What follows belongs to an exercise in optimizing a design on an open flow for small area, a short achievable clock period and few clock cycles per item; a production flow would make more cautious choices. Where RTL was checked, it was by simulation tests only, not by an equivalence proof against the original.

old:
## selectable_string_hash
module selectable_string_hash (
  input  logic                        clk_i,
  input  logic                        rst_ni,
  input  logic                        cfg_valid_i,
  output logic                        cfg_ready_o,
  input  logic [ssh_pkg::CfgIdxW-1:0] cfg_index_i,
  input  logic [ssh_pkg::HashW-1:0]   cfg_data_i,
  input  logic                        in_valid_i,
  output logic                        in_stall_o,
  input  logic [ssh_pkg::ByteW-1:0]   data_byte_i,
  input  logic                        last_i,
  input  logic                        no_byte_i,
  output logic                        out_valid_o,
  input  logic                        out_stall_i,
  output logic [ssh_pkg::HashW-1:0]   hash_value_o
);
  logic [5:0]                flags;
  logic [ssh_pkg::HashW-1:0] mult, seed;
  logic                      sgn;
  ssh_cfg_regs u_cfg (
    .clk_i       (clk_i),
    .rst_ni      (rst_ni),
    .cfg_valid_i (cfg_valid_i),
    .cfg_ready_o (cfg_ready_o),
    .cfg_index_i (cfg_index_i),
    .cfg_data_i  (cfg_data_i),
    .flags_o     (flags),
    .mult_o      (mult),
    .seed_o      (seed),
    .sgn_o       (sgn)
  );
  ssh_core u_core (
    .clk_i        (clk_i),
    .rst_ni       (rst_ni),
    .flags_i      (flags),
    .mult_i       (mult),
    .seed_i       (seed),
    .sgn_i        (sgn),
    .cfg_valid_i  (cfg_valid_i),
    .cfg_index_i  (cfg_index_i),
    .in_valid_i   (in_valid_i),
    .in_stall_o   (in_stall_o),
  ...
For scale: ~3200 cells after synthesis, about 170 flip-flops, ~84 I/O pins, roughly 0.026 mm2 of cells after synthesis.
==> module ssh_core, before the edit <==
module ssh_core (
  input  logic                        clk_i,
  input  logic                        rst_ni,
  input  logic [5:0]                  flags_i,
  input  logic [ssh_pkg::HashW-1:0]   mult_i,
  input  logic [ssh_pkg::HashW-1:0]   seed_i,
  input  logic                        sgn_i,
  input  logic                        cfg_valid_i,
  input  logic [ssh_pkg::CfgIdxW-1:0] cfg_index_i,
  input  logic                        in_valid_i,
  output logic                        in_stall_o,
  input  logic [ssh_pkg::ByteW-1:0]   data_byte_i,
  input  logic                        last_i,
  input  logic                        no_byte_i,
  output logic                        out_valid_o,
  input  logic                        out_stall_i,
  output logic [ssh_pkg::HashW-1:0]   hash_value_o
);
  logic [31:0] acc_q, acc_d, out_q, m_q, m_d;
  logic        odd_q, odd_d, ovalid_q, ovalid_d, fin1_q, fin2_q, fin2_go;
  logic        is_rs, is_js, is_elf, is_ap, is_oaat, is_mm;
  logic        fin, accept, out_busy, out_load, cen, ksig, dirty_q;
  logic [31:0] start, m_init, post_x, kk, sa, sb, s, apx, hx, mixed, m_rs, rs_a, rs_b;
  logic [7:0]  cl, xl;
  assign {is_oaat, is_ap, is_elf, is_js, is_rs, is_mm} = flags_i;
  assign out_busy   = ovalid_q & out_stall_i;
  assign fin        = fin1_q | fin2_q;
  assign in_stall_o = fin | dirty_q | (last_i & out_busy);
  assign accept     = in_valid_i & ~in_stall_o;
  assign fin2_go    = fin2_q & ~out_busy;
  assign out_load   = (accept & last_i & ~is_oaat) | fin2_go;
  assign start  = is_mm ? seed_i : (is_js ? ssh_pkg::JsInit : 32'd0);
  assign m_init = ({32{is_mm}}   & mult_i)           | ({32{is_rs}}  & ssh_pkg::RsInitA)
                | ({32{is_js}}   & ssh_pkg::MulJs)   | ({32{is_elf}} & ssh_pkg::MulElf)
                | ({32{is_oaat}} & ssh_pkg::MulOaat);
  assign cen  = ~fin;
  assign cl   = {(data_byte_i[7] ^ sgn_i), data_byte_i[6:0]} & {8{cen}};
  assign ksig = sgn_i & cen;
  assign kk   = {32{ksig}} & (is_oaat ? 32'hFFFD_FF80 : 32'hFFFF_FF80);
  assign xl   = cl & {8{is_oaat}};
  ssh_tree u_tree (
    .h0   (acc_q),
    .m    (m_q),
    .kk   (kk),
    .js   (is_js),
    .cl   (cl),
    .xl   (xl),
    .sa   (sa),
    .sb   (sb)
  );
  ssh_add_main u_add (
    .a (sa),
    .b (sb),
    .y (s)
  );
  assign apx = odd_q ? ~((acc_q << 11) ^ (acc_q >> 5)) : ((acc_q << 7) ^ (acc_q >> 3));
  assign hx  = acc_q ^ ({32{is_ap}} & apx);
  assign post_x = ({32{is_js | is_ap}} & hx)
                | ({32{is_oaat & ~fin}} & (s >> 6))
                | ({32{fin1_q}} & (s >> 11))
                | ({32{is_elf}} & {s[31:28], 20'd0, s[31:28], 4'd0});
  assign mixed  = s ^ post_x;
  always_comb begin
    acc_d = acc_q;
    if (dirty_q) begin
      acc_d = start;
    end else if (fin1_q) begin
      acc_d = mixed;
    end else if (fin2_go) begin
      acc_d = start;
    end else if (accept) begin
      if (last_i & ~is_oaat) acc_d = start;
      else if (!no_byte_i)   acc_d = mixed;
    end
  end
  ssh_rstep u_rstep (
    .a  (m_q),
    .ra (rs_a),
    .rb (rs_b)
  );
  ssh_add_rs u_add_rs (
    .a (rs_a),
    .b (rs_b),
    .y (m_rs)
  );
  always_comb begin
    m_d = m_q;
    if (dirty_q) begin
      m_d = m_init;
    end else if (accept && is_rs) begin
      if (last_i)          m_d = m_init;
      else if (!no_byte_i) m_d = m_rs;
    end else if (accept && is_oaat && last_i) begin
      m_d = ssh_pkg::MulFin1;
    end else if (fin1_q) begin
      m_d = ssh_pkg::MulFin2;
    end else if (fin2_go) begin
      m_d = m_init;
    end
  end
  always_comb begin
    odd_d    = odd_q;
    ovalid_d = out_busy | out_load;
    if (accept) begin
      if (last_i)                  odd_d = 1'b0;
      else if (is_ap & ~no_byte_i) odd_d = ~odd_q;
    end
  end
  always_ff @(posedge clk_i or negedge rst_ni) begin
    if (!rst_ni) begin
      odd_q    <= 1'b0;
      ovalid_q <= 1'b0;
      fin1_q   <= 1'b0;
      fin2_q   <= 1'b0;
      dirty_q  <= 1'b1;
    end else begin
      odd_q    <= odd_d;
      ovalid_q <= ovalid_d;
      fin1_q   <= accept & last_i & is_oaat;
      fin2_q   <= fin1_q | (fin2_q & out_busy);
      dirty_q  <= cfg_valid_i & (cfg_index_i != ssh_pkg::CFG_CHAR_SIGNED);
    end
  end
  always_ff @(posedge clk_i) begin
    acc_q <= acc_d;
    m_q   <= m_d;
    if (out_load) begin
      out_q <= (no_byte_i & ~fin2_q) ? acc_q : mixed;
    end
  end
  assign out_valid_o  = ovalid_q;
  assign hash_value_o = out_q;
endmodule
Settings: LEC_CHECK=0, ABC_AREA=1, CAP_MARGIN=20, CORE_MARGIN=2, CORE_UTILIZATION=45, SETUP_SLACK_MARGIN=3.5, SLEW_MARGIN=20, TNS_END_PERCENT=100; clock period 11.0 ns.
run.sh (not shown) runs the stock make flow with config.mk's settings and CLKGATE_MAP_FILE= SYNTH_SCRIPT=/design/flow/synth_recipe.tcl, a recipe that flattens the netlist after the stock synthesis.
old reached the end of the flow, and the finished layout is clean on the timing, design-rule and antenna checks.
The inputs of new differ from those of old as listed below.
--- a/flow/design.v
+++ b/flow/design.v
@@ -90,7 +90,7 @@
   logic        odd_q, odd_d, ovalid_q, ovalid_d, fin1_q, fin2_q, fin2_go;
   logic        is_rs, is_js, is_elf, is_ap, is_oaat, is_mm;
   logic        fin, accept, out_busy, out_load, cen, ksig, dirty_q;
-  logic [31:0] start, m_init, post_x, kk, sa, sb, s, apx, hx, mixed, m_rs, rs_a, rs_b;
+  logic [31:0] start, m_init, kk, sa, sb, s, apx, hx, mixed, m_rs, rs_a, rs_b;
   logic [7:0]  cl, xl;
   assign {is_oaat, is_ap, is_elf, is_js, is_rs, is_mm} = flags_i;
   assign out_busy   = ovalid_q & out_stall_i;
@@ -125,11 +125,16 @@
   );
   assign apx = odd_q ? ~((acc_q << 11) ^ (acc_q >> 5)) : ((acc_q << 7) ^ (acc_q >> 3));
   assign hx  = acc_q ^ ({32{is_ap}} & apx);
-  assign post_x = ({32{is_js | is_ap}} & hx)
-                | ({32{is_oaat & ~fin}} & (s >> 6))
-                | ({32{fin1_q}} & (s >> 11))
-                | ({32{is_elf}} & {s[31:28], 20'd0, s[31:28], 4'd0});
-  assign mixed  = s ^ post_x;
+  always_comb begin
+    mixed = s;
+    if (fin1_q) begin
+      mixed = s ^ (s >> 11);
+    end else if (!fin2_q) begin
+      if (is_js | is_ap) mixed = s ^ hx;
+      if (is_elf)  mixed = {4'h0, s[27:8], s[7:4] ^ s[31:28], s[3:0]};
+      if (is_oaat) mixed = s ^ (s >> 6);
+    end
+  end
   always_comb begin
     acc_d = acc_q;
     if (dirty_q) begin
@@ -178,12 +183,16 @@
   end
   always_ff @(posedge clk_i or negedge rst_ni) begin
     if (!rst_ni) begin
+      acc_q    <= ssh_pkg::SeedReset;
+      m_q      <= ssh_pkg::MultReset;
       odd_q    <= 1'b0;
       ovalid_q <= 1'b0;
       fin1_q   <= 1'b0;
       fin2_q   <= 1'b0;
-      dirty_q  <= 1'b1;
+      dirty_q  <= 1'b0;
     end else begin
+      acc_q    <= acc_d;
+      m_q      <= m_d;
       odd_q    <= odd_d;
       ovalid_q <= ovalid_d;
       fin1_q   <= accept & last_i & is_oaat;
@@ -192,8 +201,6 @@
     end
   end
   always_ff @(posedge clk_i) begin
-    acc_q <= acc_d;
-    m_q   <= m_d;
     if (out_load) begin
       out_q <= (no_byte_i & ~fin2_q) ? acc_q : mixed;
     end
On final-layout worst hold slack, old tracks new almost exactly. The ratio of final minimum period to clock period reported for new is smaller than that of old by 1.8 points. Compared with old, new shows a count of multi-input gates that is 8.2% higher. In new relative to old, cell count had gone up by a few percent. new: routed wire length on met2 4300 um above old. Relative to old, the die footprint of new is higher by about 3%. The first-pass iteration count of the detailed router in new was lower than what old gave. Compared with old, new shows a higher minimum setup slack in the final design. Changes observed in new relative to old: net count reported at finish +about 5.7%, detail-routed net length per standard cell +3.2%.
Testbench counts of new, summed over its fixed seeds: cycles 13,980, bytes 13,438.
For old, only the layout was checked, not whether the RTL still works.

-- static timing again, ports no longer ideal --
No port has a modelled driver above. Below, the same layouts with a new extraction and two added sets of constraints. Step 1 assumes that a clkbuf_16 drives the clock port and a buf_2 every other input. Step 2, shift: input delay + t, output delay - t, t = (earliest + latest rising clock arrival at the registers) / 2. This alone moves slack from input paths to output paths. a / b / c = no drivers / after step 1 / after step 2; a / b = the first two.
run | t (ns) | slack for setup (ns) | worst hold slack (ns) | worst setup path at the end | latest minus earliest clock arrival (ns)
old | 0.504 | 3.507 / 3.507 / 3.487 | 0.491 / 0.491 / 0.491 | input to register | 0.014 / 0.014
new | 0.508 | 3.709 / 3.709 / 3.709 | 0.490 / 0.490 / 0.490 | register to register | 0.019 / 0.019
After both steps setup and hold are still met in every run listed. The setup slack of old, which loses most, moves by 0.000 ns with the drivers and by -0.020 ns with both steps.
